What follows belongs to an exercise in optimizing a design on an open flow for small area, a short achievable clock period and few clock cycles per item; a production flow would make more cautious choices.
Function was checked by simulation only, so behaviour that the tests miss may differ from the original.

===== design.v =====
module heterodyne_frequency_tracker (
	input  logic                               clk,
	input  logic                               arst_n,
	input  logic                               psel,
	input  logic                               penable,
	input  logic                               pwrite,
	input  logic [4:0]                         paddr,
	input  logic [31:0]                        pwdata,
	output logic [31:0]                        prdata,
	output logic                               pready,
	input  logic                               sample_valid,
	output logic                               sample_stall,
	input  logic signed [15:0]                 sample,
	input  logic                               restart,
	output logic                               result_valid,
	input  logic                               result_stall,
	output logic [15:0]                        power,
	output logic signed [15:0]                 phase,
	output logic signed [15:0]                 frequency
);
	localparam int SAMPLE_W = 16;
	localparam int PHASE_W  = 16;
	localparam int FILT_W   = 24;
	localparam int FFRAC    = FILT_W - 2;
	localparam int STEPS    = 16;
	localparam int CNT_W    = 4;
	localparam int POW_W    = 17;
	localparam int ADDR_W   = 5;
	localparam logic signed [32:0] CK_Q30 = 33'sd652032874;
	localparam logic signed [16:0] POW_MAX = 17'sd65535;
	localparam logic [2:0] REG_INIT_FREQ = 3'd0;
	localparam logic [2:0] REG_POLE      = 3'd1;
	localparam logic [2:0] REG_SMOOTH    = 3'd2;
	localparam logic [2:0] REG_GAIN      = 3'd3;
	localparam logic [2:0] REG_THRESH    = 3'd4;
	localparam logic [4:0] S_IDLE    = 5'd0;
	localparam logic [4:0] S_ROT     = 5'd1;
	localparam logic [4:0] S_MRE     = 5'd2;
	localparam logic [4:0] S_MIM     = 5'd3;
	localparam logic [4:0] S_FRE1    = 5'd4;
	localparam logic [4:0] S_FRE2    = 5'd5;
	localparam logic [4:0] S_FIM1    = 5'd6;
	localparam logic [4:0] S_FIM2    = 5'd7;
	localparam logic [4:0] S_VF_INIT = 5'd8;
	localparam logic [4:0] S_VF      = 5'd9;
	localparam logic [4:0] S_MAG1    = 5'd10;
	localparam logic [4:0] S_MAG2    = 5'd11;
	localparam logic [4:0] S_POW1    = 5'd12;
	localparam logic [4:0] S_POW2    = 5'd13;
	localparam logic [4:0] S_POW3    = 5'd14;
	localparam logic [4:0] S_CHK     = 5'd15;
	localparam logic [4:0] S_VR_INIT = 5'd16;
	localparam logic [4:0] S_VR      = 5'd17;
	localparam logic [4:0] S_DEL1    = 5'd18;
	localparam logic [4:0] S_DEL2    = 5'd19;
	localparam logic [4:0] S_ADV     = 5'd20;
	localparam logic [4:0] S_DONE    = 5'd21;
	function automatic logic [31:0] hft_atan(input logic [CNT_W-1:0] i);
		case (i)
			4'd0:    hft_atan = 32'h20000000;
			4'd1:    hft_atan = 32'h12E4051E;
			4'd2:    hft_atan = 32'h09FB385B;
			4'd3:    hft_atan = 32'h051111D4;
			4'd4:    hft_atan = 32'h028B0D43;
			4'd5:    hft_atan = 32'h0145D7E1;
			4'd6:    hft_atan = 32'h00A2F61E;
			4'd7:    hft_atan = 32'h00517C55;
			4'd8:    hft_atan = 32'h0028BE53;
			4'd9:    hft_atan = 32'h00145F2F;
			4'd10:   hft_atan = 32'h000A2F98;
			4'd11:   hft_atan = 32'h000517CC;
			4'd12:   hft_atan = 32'h00028BE6;
			4'd13:   hft_atan = 32'h000145F3;
			4'd14:   hft_atan = 32'h0000A2FA;
			4'd15:   hft_atan = 32'h0000517D;
			default: hft_atan = 32'h0;
		endcase
	endfunction
	function automatic logic signed [FILT_W-1:0] hft_sat(input logic signed [65:0] v);
		logic signed [65:0] hi;
		logic signed [65:0] lo;
		hi = (66'sd1 <<< (FILT_W - 1)) - 66'sd1;
		lo = -hi - 66'sd1;
		if (v > hi) begin
			hft_sat = hi[FILT_W-1:0];
		end else if (v < lo) begin
			hft_sat = lo[FILT_W-1:0];
		end else begin
			hft_sat = v[FILT_W-1:0];
		end
	endfunction
	logic [15:0] init_freq_q, pole_q, smooth_q, gain_q, thresh_q;
	logic [PHASE_W-1:0]       phase_q, freq_q;
	logic signed [FILT_W-1:0] filt_re_q, filt_im_q, ref_re_q, ref_im_q;
	logic [POW_W-1:0]         pacc_q;
	logic [4:0]                state_q;
	logic [4:0]                state_d;
	logic signed [SAMPLE_W-1:0] smp_q;
	logic signed [63:0]        x_q, y_q;
	logic [31:0]               z_q, af_q;
	logic [CNT_W-1:0]          cnt_q;
	logic signed [25:0]        hre_q, him_q;
	logic [POW_W-1:0]          mag_q;
	logic signed [65:0]        prod_q, acc_q;
	logic                      rvalid_q;
	logic [15:0]               power_q;
	logic [PHASE_W-1:0]        phase_out_q, freq_out_q;
	logic signed [32:0] mul_a, mul_b;
	logic               rot_mode;
	logic signed [FILT_W-1:0] fim_new;
	logic accept, cfg_wr, iter_last, out_free;
	assign accept    = sample_valid && !sample_stall;
	assign cfg_wr    = psel && penable && pwrite && pready;
	assign iter_last = (cnt_q == CNT_W'(STEPS - 1));
	assign out_free  = !rvalid_q || !result_stall;
	assign pready       = 1'b1;
	assign sample_stall = (state_q != S_IDLE);
	assign result_valid = rvalid_q;
	assign power        = power_q;
	assign phase        = phase_out_q;
	assign frequency    = freq_out_q;
	always_comb begin
		case (paddr[4:2])
			REG_INIT_FREQ: prdata = {16'd0, init_freq_q};
			REG_POLE:      prdata = {16'd0, pole_q};
			REG_SMOOTH:    prdata = {16'd0, smooth_q};
			REG_GAIN:      prdata = {16'd0, gain_q};
			REG_THRESH:    prdata = {16'd0, thresh_q};
			default:       prdata = 32'd0;
		endcase
	end
	always_ff @(posedge clk or negedge arst_n) begin
		if (!arst_n) begin
			init_freq_q <= 16'd0;
			pole_q      <= 16'd62259;
			smooth_q    <= 16'd62259;
			gain_q      <= 16'd655;
			thresh_q    <= 16'd0;
		end else if (cfg_wr) begin
			case (paddr[4:2])
				REG_INIT_FREQ: init_freq_q <= pwdata[15:0];
				REG_POLE:      pole_q      <= pwdata[15:0];
				REG_SMOOTH:    smooth_q    <= pwdata[15:0];
				REG_GAIN:      gain_q      <= pwdata[15:0];
				REG_THRESH:    thresh_q    <= pwdata[15:0];
				default:       ;
			endcase
		end
	end
	always_comb begin
		state_d = state_q;
		case (state_q)
			S_IDLE:    if (accept) state_d = S_ROT;
			S_ROT:     if (iter_last) state_d = S_MRE;
			S_MRE:     state_d = S_MIM;
			S_MIM:     state_d = S_FRE1;
			S_FRE1:    state_d = S_FRE2;
			S_FRE2:    state_d = S_FIM1;
			S_FIM1:    state_d = S_FIM2;
			S_FIM2:    state_d = S_VF_INIT;
			S_VF_INIT: state_d = (filt_re_q == '0 && fim_new == '0) ? S_MAG1 : S_VF;
			S_VF:      if (iter_last) state_d = S_MAG1;
			S_MAG1:    state_d = S_MAG2;
			S_MAG2:    state_d = S_POW1;
			S_POW1:    state_d = S_POW2;
			S_POW2:    state_d = S_POW3;
			S_POW3:    state_d = S_CHK;
			S_CHK:     state_d = (pacc_q >= POW_W'(thresh_q)) ? S_VR_INIT : S_ADV;
			S_VR_INIT: state_d = (ref_re_q == '0 && ref_im_q == '0) ? S_DEL1 : S_VR;
			S_VR:      if (iter_last) state_d = S_DEL1;
			S_DEL1:    state_d = S_DEL2;
			S_DEL2:    state_d = S_ADV;
			S_ADV:     state_d = S_DONE;
			S_DONE:    if (out_free) state_d = S_IDLE;
			default:   state_d = S_IDLE;
		endcase
	end
	always_comb begin
		mul_a    = '0;
		mul_b    = '0;
		rot_mode = (state_q == S_ROT);
		case (state_q)
			S_MRE: begin
				mul_a = 33'(smp_q);
				mul_b = x_q[32:0];
			end
			S_MIM: begin
				mul_a = 33'(smp_q);
				mul_b = y_q[32:0];
			end
			S_FRE1: begin
				mul_a = 33'sd65536 - $signed({17'd0, pole_q});
				mul_b = 33'(hre_q);
			end
			S_FRE2: begin
				mul_a = $signed({17'd0, pole_q});
				mul_b = 33'(filt_re_q);
			end
			S_FIM1: begin
				mul_a = 33'sd65536 - $signed({17'd0, pole_q});
				mul_b = 33'(him_q);
			end
			S_FIM2: begin
				mul_a = $signed({17'd0, pole_q});
				mul_b = 33'(filt_im_q);
			end
			S_MAG1: begin
				mul_a = 33'(x_q >>> 36);
				mul_b = CK_Q30;
			end
			S_POW1: begin
				mul_a = 33'sd65536 - $signed({17'd0, smooth_q});
				mul_b = $signed({16'd0, mag_q});
			end
			S_POW2: begin
				mul_a = $signed({17'd0, smooth_q});
				mul_b = $signed({16'd0, pacc_q});
			end
			S_DEL1: begin
				mul_a = 33'($signed(af_q - z_q));
				mul_b = $signed({17'd0, gain_q});
			end
			default: ;
		endcase
	end
	logic signed [63:0] xs, ys, x_n, y_n;
	logic [31:0]        z_n, atan_i;
	logic               dir_neg;
	always_comb begin
		xs      = x_q >>> cnt_q;
		ys      = y_q >>> cnt_q;
		atan_i  = hft_atan(cnt_q);
		dir_neg = rot_mode ? !z_q[31] : y_q[63];
		if (dir_neg) begin
			x_n = x_q - ys;
			y_n = y_q + xs;
			z_n = z_q - atan_i;
		end else begin
			x_n = x_q + ys;
			y_n = y_q - xs;
			z_n = z_q + atan_i;
		end
	end
	logic signed [65:0] hre_w, him_w, fsum, fsh, m1, m2, psum, dsum;
	logic [31:0]        z_start;
	logic               wrap;
	logic signed [63:0] vx, vy;
	logic [PHASE_W-1:0] phase_start;
	always_comb begin
		hre_w = (prod_q + (66'sd1 <<< 22)) >>> 23;
		him_w = (-prod_q + (66'sd1 <<< 22)) >>> 23;
		fsum  = acc_q + prod_q + 66'sd32768;
		fsh   = fsum >>> 16;
		m1    = (prod_q + (66'sd1 <<< 29)) >>> 30;
		m2    = (m1 + 66'sd64) >>> 7;
		psum  = (acc_q + prod_q + 66'sd32768) >>> 16;
		dsum  = (prod_q + (66'sd1 <<< 31)) >>> 32;
		phase_start = restart ? '0 : phase_q;
		z_start = {phase_start, 16'd0};
		wrap  = ($signed(z_start) > 32'sh40000000) || ($signed(z_start) < -32'sh40000000);
		if (state_q == S_VF_INIT) begin
			vx = 64'(filt_re_q) <<< 36;
			vy = 64'(fim_new) <<< 36;
		end else begin
			vx = 64'(ref_re_q) <<< 36;
			vy = 64'(ref_im_q) <<< 36;
		end
	end
	assign fim_new = hft_sat(fsh);
	always_ff @(posedge clk or negedge arst_n) begin
		if (!arst_n) begin
			state_q   <= S_IDLE;
			cnt_q     <= '0;
			rvalid_q  <= 1'b0;
			phase_q   <= '0;
			freq_q    <= '0;
			filt_re_q <= '0;
			filt_im_q <= '0;
			ref_re_q  <= FILT_W'(1) <<< FFRAC;
			ref_im_q  <= '0;
			pacc_q    <= '0;
		end else begin
			state_q <= state_d;
			if (state_q == S_DONE && out_free) rvalid_q <= 1'b1;
			else if (!result_stall) rvalid_q <= 1'b0;
			case (state_q)
				S_IDLE: if (accept && restart) begin
					phase_q   <= '0;
					freq_q    <= init_freq_q[PHASE_W-1:0];
					filt_re_q <= '0;
					filt_im_q <= '0;
					ref_re_q  <= FILT_W'(1) <<< FFRAC;
					ref_im_q  <= '0;
					pacc_q    <= '0;
				end
				S_ROT, S_VF, S_VR: cnt_q <= cnt_q + 1'b1;
				S_FIM1:  filt_re_q <= hft_sat(fsh);
				S_VF_INIT: begin
					filt_im_q <= fim_new;
					cnt_q     <= '0;
				end
				S_VR_INIT: cnt_q <= '0;
				S_POW3: begin
					if (psum > 66'sd131071) pacc_q <= '1;
					else pacc_q <= psum[POW_W-1:0];
				end
				S_DEL2: begin
					freq_q   <= freq_q + dsum[PHASE_W-1:0];
					ref_re_q <= filt_re_q;
					ref_im_q <= filt_im_q;
				end
				S_ADV: phase_q <= phase_q + freq_q;
				default: ;
			endcase
		end
	end
	always_ff @(posedge clk) begin
		prod_q <= mul_a * mul_b;
		case (state_q)
			S_IDLE: if (accept) begin
				smp_q <= sample;
				x_q   <= wrap ? -(64'(CK_Q30)) : 64'(CK_Q30);
				y_q   <= '0;
				z_q   <= wrap ? z_start + 32'h80000000 : z_start;
			end
			S_ROT, S_VF, S_VR: begin
				x_q <= x_n;
				y_q <= y_n;
				z_q <= z_n;
			end
			S_MIM:  hre_q <= hre_w[25:0];
			S_FRE1: him_q <= him_w[25:0];
			S_FRE2, S_FIM2, S_POW2: acc_q <= prod_q;
			S_VF_INIT, S_VR_INIT: begin
				if (vx == 0 && vy == 0) begin
					x_q <= '0;
					y_q <= '0;
					z_q <= '0;
				end else if (vx < 0) begin
					x_q <= -vx;
					y_q <= -vy;
					z_q <= 32'h80000000;
				end else begin
					x_q <= vx;
					y_q <= vy;
					z_q <= '0;
				end
			end
			S_MAG1: af_q <= z_q;
			S_MAG2: begin
				if (m2 < 0) mag_q <= '0;
				else if (m2 > 66'sd131071) mag_q <= '1;
				else mag_q <= m2[POW_W-1:0];
			end
			S_DONE: if (out_free) begin
				power_q     <= (pacc_q > POW_W'(POW_MAX)) ? 16'hFFFF : pacc_q[15:0];
				phase_out_q <= phase_q;
				freq_out_q  <= freq_q;
			end
			default: ;
		endcase
	end
endmodule

===== run.sh =====
#!/bin/bash
# synth_recipe.tcl (not shown) runs the flow's synth.tcl, then flattens the netlist and writes it again
# the make line also repeats each setting of config.mk as NAME=value (left out here)
make -C /OpenROAD-flow-scripts/flow DESIGN_CONFIG=/design/flow/config.mk WORK_HOME=/design/flow/orfs CLKGATE_MAP_FILE= SYNTH_SCRIPT=/design/flow/synth_recipe.tcl finish

===== config.mk =====
export PLATFORM = sky130hd
export DESIGN_NAME = heterodyne_frequency_tracker
export DESIGN_NICKNAME = heterodyne_frequency_tracker
export VERILOG_FILES = /design/flow/design.v
export SDC_FILE = /design/flow/constraint.sdc
export NUM_CORES = 4
export LEC_CHECK = 0
export CAP_MARGIN = 20
export CORE_MARGIN = 2
export CORE_UTILIZATION = 40
export SLEW_MARGIN = 20

===== constraint.sdc =====
create_clock -name core_clock -period 15.0 [get_ports {clk}]
set_input_delay 3.0000 -clock core_clock [delete_from_list [all_inputs] [get_ports {clk}]]
set_output_delay 3.0000 -clock core_clock [all_outputs]
set_load 0.01 [all_outputs]

==> results.sh <==
export IMPL_rows=176
export IMPL_finalWorstPathRequiredPeriod_ps=13940
export IMPL_cts_made_buffers=83
export IMPL_setup_tns_final_ps=0
export IMPL_grt_start_max_net_pins=119
export IMPL_synth_main_ff_cell="edfxtp_1"
export IMPL_worst_path_max_fanout=42
export IMPL_yosysSeqAreaShare_pct=20.5
export IMPL_outcome="complete, no violations"
export IMPL_grt_first_pass_wirelength_um=503000
export IMPL_final_setup_viol_count=0
export IMPL_grt_usage_pct=28.6
export IMPL_r2r_start="state_q[0]$_DFFE_PN0P_"
export IMPL_arrival_ps=14590
export IMPL_hold_viol=0
export IMPL_synth_edf_count=391
export IMPL_avgSynthCellArea_sq_um=9.02
export IMPL_post_cts_buffers=0
export IMPL_ys_ff_latch=692
export IMPL_floorplan_initialDensity_pct=40.3
export IMPL_path_clk_slew_ps=60
export IMPL_layout_drive_gt1_share_pct=7.34
export IMPL_routedWlPerCell_um=25.6
export IMPL_synth_area_sq_mm=0.0926
export IMPL_reg2reg_depth=41
export IMPL_portBuffers=108
export IMPL_core_area_sq_mm=0.230
export IMPL_drv_cap=0
export IMPL_rsz0062_at_grt="no"
export IMPL_postRouteAntennaNets=0
export IMPL_fmax_mhz=71.7
export IMPL_reg2reg_setup_slack_ps=1060
export IMPL_vias=77400
export IMPL_critPathKind="reg2reg"
export IMPL_fin_nets=11900
export IMPL_crit_path_end_kind="register"
export IMPL_cts_root_buf="clkbuf_16"
export IMPL_num_io_pins=144
export IMPL_critPathRequiredTime_ps=15650
export IMPL_dp_hpwl_um=268000
export IMPL_fin_crit_sh_pct=92.9
export IMPL_r2r_end="prod_q[64]$_DFF_P_"
export IMPL_antenna_found_initial=16
export IMPL_routed_wl_um=339000
export IMPL_insertion_delay_ps=740
export IMPL_crit_top_cell="fa_1"
export IMPL_ys_async_sr_fraction_pct=34.0
export IMPL_cts_sinks=692
export IMPL_clockBufferDepth=3
export IMPL_grt_overflow_total=0
export IMPL_finClkSkew_ps=43.6
export IMPL_postSynthCellCount=10300
export IMPL_drtPass1Iterations=8
export IMPL_cts_resized=0
export IMPL_cp_startpoint="state_q[0]$_DFFE_PN0P_"
export IMPL_synth_distinct_cells=111
export IMPL_cts_tree="yes"
export IMPL_tightest_slew_ps=1230
export IMPL_synth_warning_count=1
export IMPL_place_area_sq_mm=0.0973
export IMPL_syn_to_final_growth_pct=8.09
export IMPL_cp_slowest_cell="a211o_1"
export IMPL_placed_cells=13100
export IMPL_hold_buffers=0
export IMPL_die_height_um=485
export IMPL_final_cell_area_sq_mm=0.100
export IMPL_crit_path_start_kind="register"
export IMPL_max_stage_delay_ps=730
export IMPL_crit_path_end="prod_q[64]$_DFF_P_"
export IMPL_post_route_drc_count=0
export IMPL_slew_violations=0
export IMPL_die_w_um=485
export IMPL_initialDrtViolationCount=7897
export IMPL_hold_path_class="reg2reg"
export IMPL_grt_pass1_vias=78100
export IMPL_dieArea_sq_mm=0.235
export IMPL_layout_cells_non_filler=13300
export IMPL_gp_congestion=1.00
export IMPL_vias_per_cell=5.84
export IMPL_relSlewSlack_pct=17.5
export IMPL_h_tree_depth=3
-- how the worst min path moves through the flow --
stage                     slack [ps]  depth (start not counted)          startpoint                  end
after global routing             500                          0   prod_q[2]$_DFF_P_   acc_q[2]$_DFFE_PP_
after detailed placement         470                          0  prod_q[14]$_DFF_P_  acc_q[14]$_DFFE_PP_
after CTS                        480                          0   prod_q[8]$_DFF_P_   acc_q[8]$_DFFE_PP_
after floorplan                  420                          0   prod_q[0]$_DFF_P_   acc_q[0]$_DFFE_PP_
after global placement           470                          0   prod_q[8]$_DFF_P_   acc_q[8]$_DFFE_PP_
final                            470                          0   prod_q[8]$_DFF_P_   acc_q[8]$_DFFE_PP_
-- cell usage after synthesis (all sizes together), types with 62 or more instances --
cell type	number	area, sq um
a21o	151	1130
a21oi	503	2550
a22oi	63	473
a31oi	62	394
and2	68	425
and3	89	557
buf	142	768
clkbuf	370	1390
dfrtp	208	5200
dfxtp	66	1320
edfxtp	391	11700
fa	1128	22600
ha	595	7440
inv	1467	5510
mux2	90	1010
mux2i	147	1470
mux4	114	2570
nand2	1247	4690
nand2b	74	463
nand3	196	991
nor2	935	3510
nor2b	73	457
nor3	131	681
o21ai	479	2400
o21bai	65	488
xnor2	352	3080
xor2	256	2240
-- state kept, by name, indices dropped and copies added (netlist names), 17 cells and up --
register / flops
filt_im_q: 24
him_q: 26
filt_re_q: 24
hre_q: 26
ref_re_q: 24
mag_q: 17
af_q: 32
ref_im_q: 24
acc_q: 66
x_q: 64
z_q: 32
prod_q: 66
pacc_q: 17
y_q: 64
-- logic make-up after synthesis --
group	synth area share (%)
AO/OA/AOI/OAI	12.8
XOR/XNOR	5.75
adder cells (fa/ha/maj)	32.4
buffers and inverters	8.27
flip-flops	20.5
multiplexers	5.45
other	0.00811
AND/OR/NAND/NOR	14.8
-- worst max-delay path, delay by kind of cell, from the launching register on --
kind                     cells  cell delay [ps]
adder cells (fa/ha/maj)     10             4670
buffers and inverters        6             1200
AND/OR/NAND/NOR              6             1700
flip-flops                   1              360
AO/OA/AOI/OAI               17             5410
XOR/XNOR                     1              170
multiplexers                 1              300
-- metal layers --
layer | vias up | wire length [um] | global-route usage (%)
li1 | 33900 | - | -
met1 | 38900 | 132000 | 36.8
met2 | 3747 | 150000 | 44.0
met3 | 820 | 33600 | 6.50
met4 | 14 | 23900 | 16.6
met5 | - | 105 | 0
-- per-stage QoR --
step / setup WS (ps) / hold slack, ps / util, %
after floorplan: 3010 / 423 / -
after CTS: 1240 / 480 / 43.5
after global routing: 460 / 503 / 43.5
after detailed placement: 1320 / 466 / 42.3
after global placement: 1450 / 469 / 42.3
final: 1060 / 474 / 43.5
-- area by class of cell --
class,instances,area [sq um]
antenna,6,15.0
clock buffer,109,2260
clock inverter,45,559
fill,22400,130000
inverter,1467,5510
multi-input combinational,7615,66500
sequential,692,19000
tap,3026,3790
timing repair buffer,290,2460
-- cells in the final DEF, fill, tap and decap left out, types with 65 or more instances in the layout --
cell type        instances
and2_1                  67
dfxtp_1                 66
buf_4                  180
xor2_1                 256
a21o_1                 151
fa_1                  1128
inv_1                 1464
dfrtp_1                204
and3_1                  89
mux4_2                 114
nand2b_1                74
clkdlybuf4s50_1        107
ha_1                   595
o21ai_0                460
nor3_1                 118
a21oi_1                491
nand2_1               1242
nor2b_1                 73
edfxtp_1               391
nor2_1                 925
clkbuf_16               85
mux2_2                  90
xnor2_1                351
o21bai_1                65
mux2i_1                146
nand3_1                194
Testbench counts, summed over its fixed seeds: cycles 526,470, items 8,000.

afterwards: timing with drivers on the ports:
The results above use ideal ports. As a check the final layout listed here was re-extracted and re-timed, cells and wires unchanged.
Step 1, drivers: a clkbuf_16 drives clk and a buf_2 each remaining input, both assumed.
Step 2 adds t to the input delays and takes it off the output delays; t is the mean of the earliest and latest rising clock arrival at the registers after step 1. Input paths then give back, and output paths get back, about the clock's delay inside the block.
a / b / c = ideal ports / drivers / drivers and shift; a / b = the first two.
t, ns: 0.811
setup slack, ns: 1.062 / 1.062 / 1.062
worst hold slack (ns): 0.474 / 0.474 / 0.474
worst register clock-pin slew, ns: 0.07 / 0.07
worst data-port slew with drivers (ns): 0.06
After both steps setup and hold are still met in this run. The setup slack of this run moves by 0.000 ns with the drivers and by 0.000 ns with both steps.
